This is an optimization exercise on Yosys and OpenROAD, whose aim is small area, a short achievable clock period and few clock cycles, not a production implementation. The RTL was checked by simulation tests, not by an equivalence proof against the original design. Power is estimated from default activity; no workload was simulated.

==> inputs of garnet <==
==> flow/design.v (excerpt) <==
module infix_expression_evaluator_unit (
   input  logic                        clock,
   input  logic                        reset,
   input  logic                        req_tvalid,
   output logic                        req_tready,
   input  logic [7:0]                  req_tdata,
   input  logic                        req_tlast,
   output logic                        rsp_tvalid,
   input  logic                        rsp_tready,
   output logic signed [31:0]          rsp_tdata,
   output logic [1:0]                  rsp_tuser
);
export LEC_CHECK = 0
export CAP_MARGIN = 20
export CORE_MARGIN = 2
export CORE_UTILIZATION = 40
export SETUP_SLACK_MARGIN = 5
export SLEW_MARGIN = 20
create_clock -name core_clock -period 9.0 [get_ports {clock}]
run.sh (not shown) runs the stock make flow with config.mk's settings and CLKGATE_MAP_FILE= SYNTH_SCRIPT=/design/flow/synth_recipe.tcl, a recipe that flattens the netlist after the stock synthesis.
==> raven: changes against garnet <==
--- a/flow/design.v
+++ b/flow/design.v
@@ -20,29 +20,30 @@
    localparam logic [1:0] S_RUN   = 2'd0;   
    localparam logic [1:0] S_PEND  = 2'd1;   
    localparam logic [1:0] S_DIV   = 2'd2;   
    localparam logic [1:0] S_APPLY = 2'd3;   
 endpackage
 module iee_divider (
    input  logic [31:0] x,
-   input  logic [31:0] rem,
    input  logic [32:0] diff,
    input  logic [4:0]  cnt,
-   input  logic        bit_in,
+   input  logic        wq,
    output logic [31:0] x_next,
    output logic [31:0] rem_next,
-   output logic        next_bit
+   output logic        next_bit,
+   output logic        qbit
 );
-   logic qbit;
+   logic [5:0] wpos;
    assign qbit = ~diff[32];
+   assign wpos = {1'b0, cnt} + 6'd1;
    always_comb begin
-      for (int i = 0; i < 32; i++) x_next[i] = (i[4:0] == cnt) ? qbit : x[i];
+      for (int i = 0; i < 32; i++) x_next[i] = (i[5:0] == wpos) ? wq : x[i];
    end
    assign next_bit = x[cnt - 5'd1];
-   assign rem_next = qbit ? diff[31:0] : {rem[30:0], bit_in};
+   assign rem_next = diff[31:0];
 endmodule
 module iee_add #(
    parameter int W = 32
 ) (
    input  logic [W-1:0] a,
    input  logic [W-1:0] b,
    input  logic         cin,
@@ -85,14 +86,15 @@
    output logic signed [31:0]          rsp_tdata,
    output logic [1:0]                  rsp_tuser
 );
    logic        iv_q;
    logic        ic_dig_q, ic_as_q, ic_md_q, ic_nl_q, ic_inv_q, ia_q, il_q;
    logic [3:0]  id_q;
    logic        ip1_1_q, ip1_2_q, ip1_4_q, ip1_8_q, ip2_1_q, ip2_2_q, ineg_q;
+   logic        ih1_1_q, ih1_2_q, ih1_4_q, ih1_8_q, ih2_1_q, ih2_2_q, ihneg_q;
    logic [1:0]  state_q, state_d;
    logic [31:0] sum_q, sum_d;
    logic [31:0] term_q, term_d;
    logic        ts_q, ts_d;
    logic [31:0] acc_q, acc_d;
    logic [31:0] rem_q, rem_d;
    logic [1:0]  op_q, op_d;
@@ -103,29 +105,32 @@
    logic [1:0]  rst_q, rst_d;
    logic [1:0]  pk_q, pk_d;
    logic        pa_q, pa_d;
    logic        pl_q, pl_d;
    logic [4:0]  cnt_q, cnt_d;
    logic        qn_q, qn_d;
    logic        dz_q, dz_d;        
+   logic        apply_q, div_q;    
    logic        nb_q, nb_d;
    logic [7:0] c;
    logic       run, take, extra;
    assign c          = req_tdata;
    assign run        = (state_q == S_RUN);
    assign take       = run && iv_q;
+   logic is_dig;
+   assign is_dig     = (c >= CH_ZERO) && (c <= CH_NINE);
    assign req_tready = !iv_q || run || extra;
    always_ff @(posedge clock) begin
       if (reset) begin
          iv_q <= 1'b0;
       end else if (req_tready) begin
          iv_q <= req_tvalid;
       end
       if (req_tready) begin
-         ic_dig_q <= (c >= CH_ZERO) && (c <= CH_NINE);
+         ic_dig_q <= is_dig;
          ic_as_q  <= (c == CH_PLUS) || (c == CH_MINUS);
          ic_md_q  <= (c == CH_STAR) || (c == CH_SLASH);
          ic_nl_q  <= (c == CH_NEWLINE);
          ic_inv_q <= !(((c >= CH_ZERO) && (c <= CH_NINE)) || (c == CH_SPACE) ||
                        (c == CH_PLUS) || (c == CH_MINUS) || (c == CH_STAR) ||
                        (c == CH_SLASH) || (c == CH_NEWLINE));
          ia_q     <= (c == CH_MINUS) || (c == CH_SLASH);
@@ -136,48 +141,66 @@
          ip1_4_q  <= (c[3:0] == 4'd3) || (c[3:0] == 4'd4) || (c[3:0] == 4'd5);
          ip1_8_q  <= (c[3:0] == 4'd6) || (c[3:0] == 4'd7) || (c[3:0] == 4'd8) ||
                      (c[3:0] == 4'd9);
          ip2_1_q  <= (c[3:0] == 4'd3) || (c[3:0] == 4'd5) || (c[3:0] == 4'd7) ||
                      (c[3:0] == 4'd9);
          ip2_2_q  <= (c[3:0] == 4'd6);
          ineg_q   <= (c[3:0] == 4'd3) || (c[3:0] == 4'd6) || (c[3:0] == 4'd7);
+         ih1_1_q  <= is_dig && (c[3:0] == 4'd1);
+         ih1_2_q  <= is_dig && (c[3:0] == 4'd2);
+         ih1_4_q  <= is_dig && ((c[3:0] == 4'd3) || (c[3:0] == 4'd4) || (c[3:0] == 4'd5));
+         ih1_8_q  <= is_dig && ((c[3:0] == 4'd6) || (c[3:0] == 4'd7) || (c[3:0] == 4'd8) ||
+                                (c[3:0] == 4'd9));
+         ih2_1_q  <= is_dig && ((c[3:0] == 4'd3) || (c[3:0] == 4'd5) || (c[3:0] == 4'd7) ||
+                                (c[3:0] == 4'd9));
+         ih2_2_q  <= is_dig && (c[3:0] == 4'd6);
+         ihneg_q  <= is_dig && ((c[3:0] == 4'd3) || (c[3:0] == 4'd6) || (c[3:0] == 4'd7));
       end
    end
    logic [31:0] m, p1, p2;
    logic        p2neg;
    logic [31:0] acc_digit;
    assign m = term_q;
-   assign p1 = ({32{ip1_1_q}} & m) | ({32{ip1_2_q}} & (m << 1)) |
-               ({32{ip1_4_q}} & (m << 2)) | ({32{ip1_8_q}} & (m << 3));
-   assign p2 = ({32{ip2_1_q}} & m) | ({32{ip2_2_q}} & (m << 1));
+   logic [31:0] s1_1, s1_2, s1_4, s1_8, s2_1, s2_2, sneg;
+   assign s1_1 = {{16{ih1_1_q}}, {16{ip1_1_q}}};
+   assign s1_2 = {{16{ih1_2_q}}, {16{ip1_2_q}}};
+   assign s1_4 = {{16{ih1_4_q}}, {16{ip1_4_q}}};
+   assign s1_8 = {{16{ih1_8_q}}, {16{ip1_8_q}}};
+   assign s2_1 = {{16{ih2_1_q}}, {16{ip2_1_q}}};
+   assign s2_2 = {{16{ih2_2_q}}, {16{ip2_2_q}}};
+   assign sneg = {{16{ihneg_q}}, {16{ineg_q}}};
+   assign p1 = (s1_1 & m) | (s1_2 & (m << 1)) | (s1_4 & (m << 2)) | (s1_8 & (m << 3));
+   assign p2 = (s2_1 & m) | (s2_2 & (m << 1));
    assign p2neg = ineg_q;
    logic [31:0] o1, o2, o3, o4, s1, c1, s2, c2;
    assign o1 = acc_q << 3;
    assign o2 = {acc_q[30:0], p2neg};
    assign o3 = p1;
-   assign o4 = p2neg ? ~p2 : p2;
+   assign o4 = p2 ^ sneg;
    assign s1 = o1 ^ o2 ^ o3;
    assign c1 = {(o1[30:0] & o2[30:0]) | (o1[30:0] & o3[30:0]) | (o2[30:0] & o3[30:0]), 1'b0};
    assign s2 = s1 ^ c1 ^ o4;
    assign c2 = {(s1[30:0] & c1[30:0]) | (s1[30:0] & o4[30:0]) | (c1[30:0] & o4[30:0]), 1'b0};
    iee_add #(.W(32)) u_acc_add (
       .a   (s2),
       .b   (c2),
       .cin (1'b0),
       .s   (acc_digit)
    );
    logic [31:0] x_next, rem_next;
+   logic        qbit;
+   logic        wq_q, wq_d;        
    logic [32:0] sum33;
    logic        next_bit;
    iee_divider u_div (
       .x        (term_q),
-      .rem      (rem_q),
       .diff     (sum33),
       .cnt      (cnt_q),
-      .bit_in   (nb_q),
+      .wq       (wq_q),
+      .qbit     (qbit),
       .x_next   (x_next),
       .rem_next (rem_next),
       .next_bit (next_bit)
    );
    logic [31:0] dvd_mag;
    logic [4:0]  dvd_msb;
    logic        dvd_zero, dvd_min, dvd_neg;
@@ -221,24 +244,24 @@
    assign a_last   = run ? il_q    : pl_q;
    assign a_close  = a_addsub || a_muldiv || a_end;
    logic        apply, needs_div, dz;
    logic [31:0] f, sumv, total;
    logic        fs, fsub;
    logic [1:0]  st_close;
    logic        out_free;
-   assign apply     = (state_q == S_APPLY);
+   assign apply     = apply_q;
    assign needs_div = !apply && (op_q == OP_DIV);
    assign dz        = apply && dz_q;
-   assign f         = apply ? term_q : acc_q;
+   assign f         = apply ? {term_q[31:1], wq_q} : acc_q;
    assign fs        = apply ? qn_q : ts_q;
    logic        dividing;
    logic [32:0] add_a, add_b;
-   assign dividing  = (state_q == S_DIV);
+   assign dividing  = div_q;
    assign sumv      = fresh_q ? 32'd0 : sum_q;
-   assign fsub      = dividing ? !acc_q[31] : (sign_q ^ fs);
+   assign fsub      = dividing ? (rem_q[31] == acc_q[31]) : (sign_q ^ fs);
    assign add_a     = dividing ? {rem_q, nb_q} : {1'b0, sumv};
    assign add_b     = fsub ? ~{f[31], f} : {f[31], f};
    iee_add #(.W(33)) u_total_add (
       .a   (add_a),
       .b   (add_b),
       .cin (fsub),
       .s   (sum33)
@@ -262,14 +285,15 @@
          end
       end
    end
    always_comb begin
       state_d = state_q;
       sum_d   = sum_q;
       term_d  = term_q;
+      wq_d    = wq_q;
       ts_d    = ts_q;
       acc_d   = acc_q;
       rem_d   = rem_q;
       op_d    = op_q;
       sign_d  = sign_q;
       st_d    = st_q;
       fresh_d = fresh_q;
@@ -280,14 +304,15 @@
       pl_d    = pl_q;
       cnt_d   = cnt_q;
       qn_d    = qn_q;
       dz_d    = dz_q;
       nb_d    = nb_q;
       if (state_q == S_DIV) begin
          term_d = x_next;
+         wq_d   = qbit;
          rem_d  = rem_next;
          nb_d   = next_bit;
          cnt_d  = cnt_q - 5'd1;
          if (cnt_q == 5'd0) state_d = S_APPLY;
       end else if (run && !(iv_q && a_close)) begin
          if (iv_q) begin
             if (ic_dig_q) acc_d = acc_digit;
@@ -299,14 +324,15 @@
          end
       end else begin
          pk_d = a_addsub ? PK_ADDSUB : (a_muldiv ? PK_MULDIV : PK_END);
          pa_d = a_attr;
          pl_d = a_last && !a_end;
          if (needs_div) begin
             term_d  = q_zero ? 32'd0 : dvd_mag;
+            wq_d    = 1'b0;
             dz_d    = dvs_zero;
             rem_d   = 32'd0;
             qn_d    = dvd_neg ^ acc_q[31];
             cnt_d   = dvd_msb;
             nb_d    = 1'b1;
             state_d = (dvd_zero || q_zero) ? S_APPLY : S_DIV;
          end else if (a_muldiv) begin
@@ -357,24 +383,28 @@
             if (ic_inv_q) st_d = ST_INVALID;
          end
       end
    end
    always_ff @(posedge clock) begin
       if (reset) begin
          state_q <= S_RUN;
+         apply_q <= 1'b0;
+         div_q   <= 1'b0;
          acc_q   <= 32'd0;
          term_q  <= 32'd1;
          ts_q    <= 1'b0;
          op_q    <= OP_LOAD;
          sign_q  <= 1'b0;
          st_q    <= ST_OK;
          fresh_q <= 1'b1;
          rv_q    <= 1'b0;
       end else begin
          state_q <= state_d;
+         apply_q <= (state_d == S_APPLY);
+         div_q   <= (state_d == S_DIV);
          acc_q   <= acc_d;
          term_q  <= term_d;
          ts_q    <= ts_d;
          op_q    <= op_d;
          sign_q  <= sign_d;
          st_q    <= st_d;
          fresh_q <= fresh_d;
@@ -384,14 +414,15 @@
       rem_q  <= rem_d;
       rst_q  <= rst_d;
       pk_q   <= pk_d;
       pa_q   <= pa_d;
       pl_q   <= pl_d;
       cnt_q  <= cnt_d;
       qn_q   <= qn_d;
+      wq_q   <= wq_d;
       dz_q   <= dz_d;
       nb_q   <= nb_d;
    end
    assign rsp_tvalid = rv_q;
    assign rsp_tdata  = sum_q;
    assign rsp_tuser  = rst_q;
 endmodule
- ABC_AREA: default -> 1
- SETUP_SLACK_MARGIN: 5 -> 4.75
==> notes.md <==
Critical path
The logic depth of the worst setup path including buffers is 21. The peak per-stage delay on the critical path is 0.55 ns.

Placement
Summed over all nets, the half-perimeter wirelength after detailed placement is 46780 µm.

Cells and area
The sequential cells in the finished layout cover a total of 4669 µm². The repair_antennas step left the layout with diodes totalling 1. Counting the fill cells in the layout gives 4223. The non-clock inverters instantiated in the layout total 331. For this run, the share of the core covered by cells in the final layout is 0.4744. Of the total standard cell area in the layout, the multi-input combinational portion is 0.5671.

Global route
For this run, global-route usage on met3 was measured as 0.03620.

Synthesis
The register bit total from synthesis is 181. The main combinational cell family by area after synthesis is simple AND/OR/NAND/NOR gates. The mapped netlist covers 17040 µm².

Power and ir drop
The sequential cell power is 1.09 mW. Summed over all cells, the static leakage comes to 8.124 nW.

Outcome
The flow ran to the end and the layout has no timing, DRC or antenna violations.

Timing
The post-layout worst setup margin is 4.861 ns.
-- figures above: raven

==> notes.md <==
Outcome
The run finished with no timing, DRC or antenna violations.

Critical path
The peak per-stage delay on the critical path is 0.36 ns. Among all stages on the critical path, the largest delay is contributed by sky130_fd_sc_hd__o41ai_4.

Cells and area
The total area of sequential cells is 4394 µm². After filler insertion, the fill cell instance count of the layout stands at 3861. The final standard cell utilization of the core is 0.5012.

The number of antenna diodes in the final layout is 0. Leaving out the clock tree, the finished layout contains an inverter count of 128.

Clock network
The CTS tree is yes.

Power and ir drop
The reported leakage power is 8.033 nW.

Timing
The post-layout worst setup margin is 4.456 ns.

Worst hold path
Counting instances, the worst hold path has a depth of 2.

Placement
The HPWL after detailed placement is 39450 µm.

Synthesis
The main combinational cell family by area after synthesis is compound AO/OA/AOI/OAI gates.
-- figures above: garnet

Testbench counts of garnet, summed over its fixed seeds: cycles 38,127.
Testbench counts of raven, summed over its fixed seeds: cycles 38,127.

-- static timing again, ports no longer ideal --
How much do the figures lean on ideal ports? The routed layouts below were timed once more, with nothing changed but the port constraints.
Step 1 sets driving cells, clkbuf_16 on the clock port and buf_2 on the other inputs (assumed; they add their load-dependent delay and slew).
Step 2 moves the port delays by t, midway between the first and last clock arrival at a register: inputs arrive t later, outputs are due t later. That takes back most of the time a late clock gives input paths.
a / b / c = ideal ports / drivers / drivers and shift; a / b = the first two.
run	shift t [ns]	setup WS [ns]	latest minus earliest clock arrival (ns)
garnet	0.526	4.456 / 4.456 / 4.456	0.015 / 0.015
raven	0.526	4.861 / 4.849 / 4.610	0.012 / 0.012
After both steps setup and hold are still met in every run listed. The setup slack of raven, which loses most, moves by -0.012 ns with the drivers and by -0.251 ns with both steps.
